Source: an optimization exercise on an open RTL-to-GDS flow (aim: a short achievable clock period and few clock cycles). Production flows keep margins and buffers that such runs may drop.
The RTL of this run was laid out without a check of its function.
No activity file was given, so power comes from the tool's default toggle rates.

`flow/run.sh`:
```
#!/bin/bash
# synth_recipe.tcl (not shown) runs the flow's synth.tcl, then flattens the netlist and writes it again
# the make line also repeats each setting of config.mk as NAME=value (left out here)
make -C /OpenROAD-flow-scripts/flow DESIGN_CONFIG=/design/flow/config.mk WORK_HOME=/design/flow/orfs CLKGATE_MAP_FILE= SYNTH_SCRIPT=/design/flow/synth_recipe.tcl finish
```
`flow/config.mk`:
```
export PLATFORM = sky130hd
export DESIGN_NAME = p_cache
export DESIGN_NICKNAME = p_cache
export VERILOG_FILES = /design/flow/design.v
export SDC_FILE = /design/flow/constraint.sdc
export NUM_CORES = 4
export LEC_CHECK = 0
export CAP_MARGIN = 20
export CELL_PAD_IN_SITES_DETAIL_PLACEMENT = 1
export CELL_PAD_IN_SITES_GLOBAL_PLACEMENT = 2
export CORE_MARGIN = 2
export CORE_UTILIZATION = 25
export PLACE_DENSITY = 0.35
export SLEW_MARGIN = 20
```
`flow/constraint.sdc`:
```
create_clock -name core_clock -period 11.0 [get_ports {clk}]
set_input_delay 2.2000 -clock core_clock [delete_from_list [all_inputs] [get_ports {clk}]]
set_output_delay 2.2000 -clock core_clock [all_outputs]
set_load 0.01 [all_outputs]
```
`flow/design.v`:
```
package pcache_pkg;
    localparam int unsigned ADDR_W         = 32;
    localparam int unsigned DATA_W         = 16;
    localparam int unsigned LINES_DEF      = 32;
    localparam int unsigned LINE_WORDS_DEF = 8;
    localparam int unsigned INDEX_W_DEF    = $clog2(LINES_DEF);
    localparam int unsigned OFFSET_W_DEF   = $clog2(LINE_WORDS_DEF);
    localparam int unsigned TAG_W_DEF      = ADDR_W - INDEX_W_DEF - OFFSET_W_DEF;
    localparam logic [31:0] STAT_MAX       = 32'hFFFF_FFFF;
    typedef enum logic [1:0] {
        IDLE = 2'd0,
        REQ  = 2'd1,
        FILL = 2'd2,
        DONE = 2'd3
    } pcache_state_e;
    function automatic logic [31:0] sat_inc(input logic [31:0] value);
        sat_inc = (value == STAT_MAX) ? value : value + 32'd1;
    endfunction
endpackage
module pcache_data_ram #(
    parameter int unsigned DEPTH = 256,
    parameter int unsigned AW    = 8,
    parameter int unsigned DW    = 16
) (
    input  logic          clk,
    input  logic          we,
    input  logic [AW-1:0] waddr,
    input  logic [DW-1:0] wdata,
    input  logic [AW-1:0] raddr,
    output logic [DW-1:0] rdata
);
    logic [DW-1:0] mem [DEPTH];
    always_ff @(posedge clk) begin
        if (we) begin
            mem[waddr] <= wdata;
        end
        rdata <= mem[raddr];
    end
endmodule
import pcache_pkg::*;
module p_cache #(
    parameter int unsigned LINES      = LINES_DEF,
    parameter int unsigned LINE_WORDS = LINE_WORDS_DEF
) (
    input  logic        clk,
    input  logic        rst_n,
    input  logic [31:0] prg_address,
    input  logic        flush,
    output logic [15:0] instruction,
    output logic        p_cache_miss,
    output logic        mem_req,
    output logic [31:0] mem_addr,
    input  logic        mem_ack,
    input  logic        mem_valid,
    input  logic [15:0] mem_data
);
    localparam int unsigned INDEX_W  = $clog2(LINES);
    localparam int unsigned OFFSET_W = $clog2(LINE_WORDS);
    localparam int unsigned TAG_W    = ADDR_W - INDEX_W - OFFSET_W;
    localparam int unsigned LINE_W   = ADDR_W - OFFSET_W;
    localparam int unsigned LBITS    = LINE_WORDS * DATA_W;
    logic [LINES-1:0][LBITS-1:0] dat_q;
    logic [LINES-1:0][TAG_W-1:0] tag_q;
    logic [LINES-1:0]            valid_q;
    logic                first_q;     
    logic                look_q;      
    logic [ADDR_W-1:0]   a_q;         
    logic                req_q;       
    logic                wb_q;        
    logic                dlv_q;       
    logic                fa_q;        
    logic [LINE_W-1:0]   fl_q;        
    logic [OFFSET_W-1:0] bc_q;        
    logic [LINE_WORDS-1:0] mask_q;    
    logic [LINES-1:0]    hv_q;        
    logic [LBITS-1:0]    line_q;      
    logic [OFFSET_W-1:0] off_q;       
    logic                fh_q;        
    logic                byp_q;       
    logic                tc_q;        
    logic [DATA_W-1:0]   bdata_q;     
    logic [INDEX_W-1:0]  n_idx;
    logic [OFFSET_W-1:0] n_off;
    logic [TAG_W-1:0]    n_tag;
    logic [LINES-1:0]    hv_d;
    logic                n_lm, n_arr;
    assign n_idx = prg_address[OFFSET_W +: INDEX_W];
    assign n_off = prg_address[OFFSET_W-1:0];
    assign n_tag = prg_address[ADDR_W-1 -: TAG_W];
    always_comb begin
        for (int i = 0; i < LINES; i++) begin
            hv_d[i] = valid_q[i] && !flush && (n_idx == INDEX_W'(i)) && (tag_q[i] == n_tag);
        end
    end
    logic n_lastok;
    assign n_lastok = !(mem_valid && (bc_q == OFFSET_W'(LINE_WORDS - 1))) ||
                      ((&mask_q[LINE_WORDS-2:0]) && !flush);
    assign n_lm  = fa_q && (fl_q == prg_address[ADDR_W-1:OFFSET_W]);
    assign n_arr = mem_valid && (bc_q == n_off);
    always_ff @(posedge clk) begin
        hv_q    <= hv_d;
        line_q  <= dat_q[n_idx];
        off_q   <= n_off;
        fh_q    <= n_lm && n_lastok && ((mask_q[n_off] && !flush) || n_arr);
        byp_q   <= n_lm && n_lastok && n_arr;
        tc_q    <= n_lm && ((n_off > bc_q) || ((n_off == bc_q) && !mem_valid));
        bdata_q <= mem_data;
    end
    logic hit, deliver, accept, need_req, wb_eff, dlv_d, ack, beat, last_beat;
    assign hit      = (|hv_q) || fh_q;
    assign deliver  = (look_q && hit) || dlv_q;
    assign accept   = first_q || deliver;
    assign need_req = look_q && !hit && !tc_q;
    assign p_cache_miss = !deliver;
    assign instruction  = (byp_q || dlv_q) ? bdata_q : line_q[off_q*DATA_W +: DATA_W];
    assign mem_req      = need_req || req_q;
    assign mem_addr     = {a_q[ADDR_W-1:OFFSET_W], {OFFSET_W{1'b0}}};
    assign ack       = mem_req && mem_ack;
    assign wb_eff    = wb_q || (look_q && !hit && tc_q);
    assign dlv_d     = wb_eff && mem_valid && (bc_q == a_q[OFFSET_W-1:0]);
    assign beat      = fa_q && mem_valid;
    assign last_beat = beat && (bc_q == OFFSET_W'(LINE_WORDS - 1));
    always_ff @(posedge clk or negedge rst_n) begin
        if (!rst_n) begin
            first_q <= 1'b1;
            look_q  <= 1'b0;
            req_q   <= 1'b0;
            wb_q    <= 1'b0;
            dlv_q   <= 1'b0;
            fa_q    <= 1'b0;
            bc_q    <= '0;
            mask_q  <= '0;
        end else begin
            first_q <= 1'b0;
            look_q  <= accept;
            req_q   <= mem_req && !mem_ack;
            wb_q    <= (wb_eff || ack) && !dlv_d;
            dlv_q   <= dlv_d;
            if (ack) begin
                fa_q   <= 1'b1;
                bc_q   <= '0;
                mask_q <= '0;
            end else begin
                if (last_beat) fa_q <= 1'b0;
                if (beat) bc_q <= bc_q + OFFSET_W'(1);
                mask_q <= (flush ? '0 : mask_q) |
                          (beat ? (LINE_WORDS'(1) << bc_q) : '0);
            end
        end
    end
    always_ff @(posedge clk) begin
        if (accept) a_q <= prg_address;
        if (ack) fl_q <= a_q[ADDR_W-1:OFFSET_W];
    end
    logic [INDEX_W-1:0] a_idx, f_idx;
    assign a_idx = a_q[OFFSET_W +: INDEX_W];
    assign f_idx = fl_q[INDEX_W-1:0];
    always_ff @(posedge clk or negedge rst_n) begin
        if (!rst_n) begin
            valid_q <= '0;
        end else if (flush) begin
            valid_q <= '0;
        end else begin
            for (int i = 0; i < LINES; i++) begin
                if (ack && (a_idx == INDEX_W'(i)))
                    valid_q[i] <= 1'b0;
                else if (last_beat && (f_idx == INDEX_W'(i)) && (&mask_q[LINE_WORDS-2:0]))
                    valid_q[i] <= 1'b1;
            end
        end
    end
    always_ff @(posedge clk) begin
        for (int i = 0; i < LINES; i++) begin
            if (ack && (a_idx == INDEX_W'(i)))
                tag_q[i] <= a_q[ADDR_W-1 -: TAG_W];
        end
    end
    always_ff @(posedge clk) begin
        for (int i = 0; i < LINES; i++) begin
            for (int w = 0; w < LINE_WORDS; w++) begin
                if (beat && (f_idx == INDEX_W'(i)) && (bc_q == OFFSET_W'(w)))
                    dat_q[i][w*DATA_W +: DATA_W] <= mem_data;
            end
        end
    end
endmodule
```
==> run notes <==
[synth_stat cells, types with 2 or more instances]
cell	n
o21ai_0	133
nor4_1	145
a211oi_1	56
o22a_1	69
a21oi_1	18
nand2b_1	5
buf_2	152
and4_1	5
buf_4	73
a221oi_1	197
dfxtp_1	182
mux2_2	115
a22oi_1	4
clkbuf_1	296
nand3_1	21
xnor2_1	373
and2_0	2
inv_1	6
o211ai_1	142
a31oi_1	101
nor3_1	4
mux2i_1	616
nand4_1	125
nand4b_1	2
a21o_1	2
ha_1	9
dfrtp_1	48
or4_1	4
xor2_1	428
nor2b_1	27
buf_6	31
buf_1	62
nor3b_1	4
nor4_2	2
mux4_2	857
o21ai_1	11
nand2_1	131
or3_1	3
and2_1	9
nor2_1	329
a32oi_1	19
o211a_1	4
edfxtp_1	4925
nor4b_1	10
and3_1	34
[stage by stage]
| stage | worst slack (ps) | cell area [um2] |
|---|---|---|
| floorplan | 7010 | 200000 |
| global placement | 4120 | 216000 |
| detailed placement | 4940 | 216000 |
| CTS | 4210 | 236000 |
| global route | 4390 | 236000 |
| finish | 4570 | 236000 |
[cell type report]
type / instances / area, um2
flip-flops and latches: 5156 / 153000
clock inverters: 285 / 2240
fillers: 79576 / 561000
well taps: 10560 / 13200
multi-input cells: 4029 / 45100
clock buffers: 882 / 17500
repair buffers: 591 / 5140
inverters: 6 / 22.5
diodes: 36 / 90.1
[layer usage]
| layer | wire, um | vias up | track usage |
|---|---|---|---|
| met2 | 384000 | 2162 | 0.324 |
| met3 | 27100 | 780 | 0.0201 |
| met4 | 14300 | 10 | 0.0332 |
| li1 | - | 41444 | - |
| met5 | 61 | - | 0 |
| met1 | 359000 | 55972 | 0.266 |
[worst paths after layout]
path	cells after the start	end	slack (ps)	start
worst max register to register	6	tag_q[247]	5680	hv_q[5]
max in group asynchronous	1	req_q	9040	rst_n
min in group asynchronous	1	valid_q[8]	1270	rst_n
worst min-delay path	0	tag_q[667]	510	a_q[27]
worst min register to register	0	tag_q[667]	510	a_q[27]
worst max-delay path	6	p_cache_miss	4570	hv_q[5]
[worst reg2reg max path, delay by kind of cell (launching register included)]
family / cells / cell delay, ps
AOI/OAI and AO/OA: 1 / 810
buffers and inverters: 1 / 790
DFF: 1 / 390
and+or+nand+nor: 4 / 2930
[power by group]
part | internal [W] | switching [W]
sequential | 0.0217 | 0.000259
clock | 0.0116 | 0.00857
combinational | 0.000782 | 0.00196
[kinds of logic (layout without fill, tap and decap cells)]
family / after synthesis / in the layout / share of synthesized area
DFF: 5156 / 5156 / 0.765
muxes: 1588 / 1588 / 0.134
xor gates and xnor gates: 801 / 801 / 0.0352
buffers and inverters: 621 / 1764 / 0.0152
and+or+nand+nor: 868 / 868 / 0.0217
adders and majority gates: 9 / 9 / 0.000564
other: 1 / 40 / 0.0000188
AOI/OAI and AO/OA: 759 / 759 / 0.0277
[flip-flops by register name, indices dropped and copies added (netlist names), 3 cells and up]
signal,count
bdata_q,16
fl_q,29
valid_q,32
a_q,32
bc_q,3
line_q,128
tag_q,768
hv_q,32
dat_q,4096
mask_q,8
off_q,3
==> results by group <==
Logic synthesis
  • Post-synth EDFFs: about 4900
  • Cell variety after synth: 57
  • Largest cells by area after synthesis: edfxtp_1, mux4_2, mux2i_1
  • Sequential fraction of the synthesis area: 0.765
  • Yosys top cell area share: 0.741
  • Post-Synthesis Cell Area: 200000 um2
  • Syn Area/Cell: 20.4 um2
  • Ys flop type: edfxtp_1
  • Synth Register Bits: 5156
  • Yosys warns: 1
  • Synth Instances: 9803
  • Area leader, netlist: edfxtp_1
  • Post-synth ARST share: 0.00950

STA
  • Final period util: 0.585
  • Hold Vio Cnt, Final: 0
  • Worst-Margin Slew: ~1100 ps
  • Worst hold slack: ~510 ps
  • Worst clock skew: about 48 ps
  • Minimum clock period: between 6000 and 7000 ps
  • Final Max Tran Viols: 0
  • RSZ-0062 raised after global routing: no
  • Setup_tns: 0 ps
  • Final setup vio count: 0
  • Peak Freq: between 150 and 200 MHz
  • Max transition margin: 0.249

Power and ir drop
  • Peak supply drop: 0.000161 V
  • Leak: around 74 nW
  • Pwr/cell area: ~190 nW/um2
  • Tot Pwr: 0.0449 W

Worst setup path
  • CP arrival: roughly 4200 ps
  • Number of buffers and inverters on the critical path: 1
  • Kind of start point of the critical path: flip-flop
  • Crit path kind: reg -> out
  • Worst path slowest cell: nor4_1
  • Setup crit end kind: output port
  • Crit-path max cell delay: 820 ps
  • CP required: a little under 9000 ps
  • Critical path cell sequence: nor4_1, nand4_1, nor3_1, nor2b_1, nor2_1, clkdlybuf4s50_1
  • CP Max Fanout: 4
  • CP delay by family, top: simple AND/OR/NAND/NOR gates

Clock tree
  • CTS Sinks: between 5000 and 6000
  • Clock slew at reported path FFs: 50 ps
  • H-tree levels: 6
  • CTS root buf: clkbuf_16
  • # hold bufs at CTS: 0
  • Setup Fix Bufs, Post-CTS: 0
  • Total CTS buffers: about 640
  • Clock Tree Buf Depth: 4
  • Clock latency on the worst-skew pair: between 1000 and 1500 ps
  • CTS tree: done
  • Post-cts repair resize count: 0

Drt
  • Drt first-iter violations: 8200
  • DRC Markers: 0
  • WL final: slightly below 800000 um
  • Post-route ant nets: 0
  • Post-DR wirelength/cell: between 30 and 40 um
  • Detailed Routing Iterations Pass 1: 6
  • Vias per cell: 4.66
  • Total number of vias: 100368

Placed design
  • HPWL after detailed placement: roughly 470000 um
  • I/O Buffers: 99
  • GPL Wtd Cong: 0.721
  • Inst Count DP: a little over 20000

Floorplan
  • Initial Util: 0.251
  • Die height: about 900 um
  • Die area: 805000 um2
  • IO Pins: ~100
  • Area of the core: 797000 um2
  • Site Rows: approximately 330
  • Die Wd: about 900 um

Worst hold path
  • Worst Hold Class: reg -> reg

Cells and area
  • Non-Filler Instances: 21545
  • Share of layout cells above drive strength 1: 0.243
  • Final net count: 10484
  • Most common cell after layout, fill and taps aside: edfxtp_1
  • P&R area growth vs syn: 18.3%
  • Commonest cells after routing, fill and taps aside: edfxtp_1, mux4_2, clkbuf_16, mux2i_1, buf_4
  • Fin util: 0.296

Global routing
  • Vias in the first global route: between 100k and 150k
  • First-pass GRT wire length: around 1000000 um
  • Total grt overflow: 0
  • Largest net degree at the start of global routing: between 100 and 150
  • GRT Util Overall: 0.190
  • Antenna violations before repair: around 120

Job
  • Max_cap viols: 0

Outcome
  • Status: timing/DRC/antenna clean

==> port drivers added, routing unchanged <==
The results above use ideal ports. As a check the final layout listed here was re-extracted and re-timed, cells and wires unchanged.
Step 1 (the two cells are an assumption about what drives the block):
set clk [get_ports {clk}]
set_driving_cell -lib_cell sky130_fd_sc_hd__clkbuf_16 $clk
set_driving_cell -lib_cell sky130_fd_sc_hd__buf_2 [delete_from_list [all_inputs] $clk]
Step 2 also shifts input and output timing later by t, the mid clock arrival at the registers, as if the neighbouring blocks saw the same clock.
Slacks: ideal ports / drivers / drivers and shift; pairs: ideal ports / drivers.
t (ns): 1.206
setup slack, ns: 4.570 / 4.442 / 4.959
worst hold slack (ns): 0.511 / 0.511 / 0.511
cell pins on the clock port's net: 1
After both steps this run still meets setup and hold. The setup slack of this run moves by -0.128 ns with the drivers and by +0.389 ns with both steps.
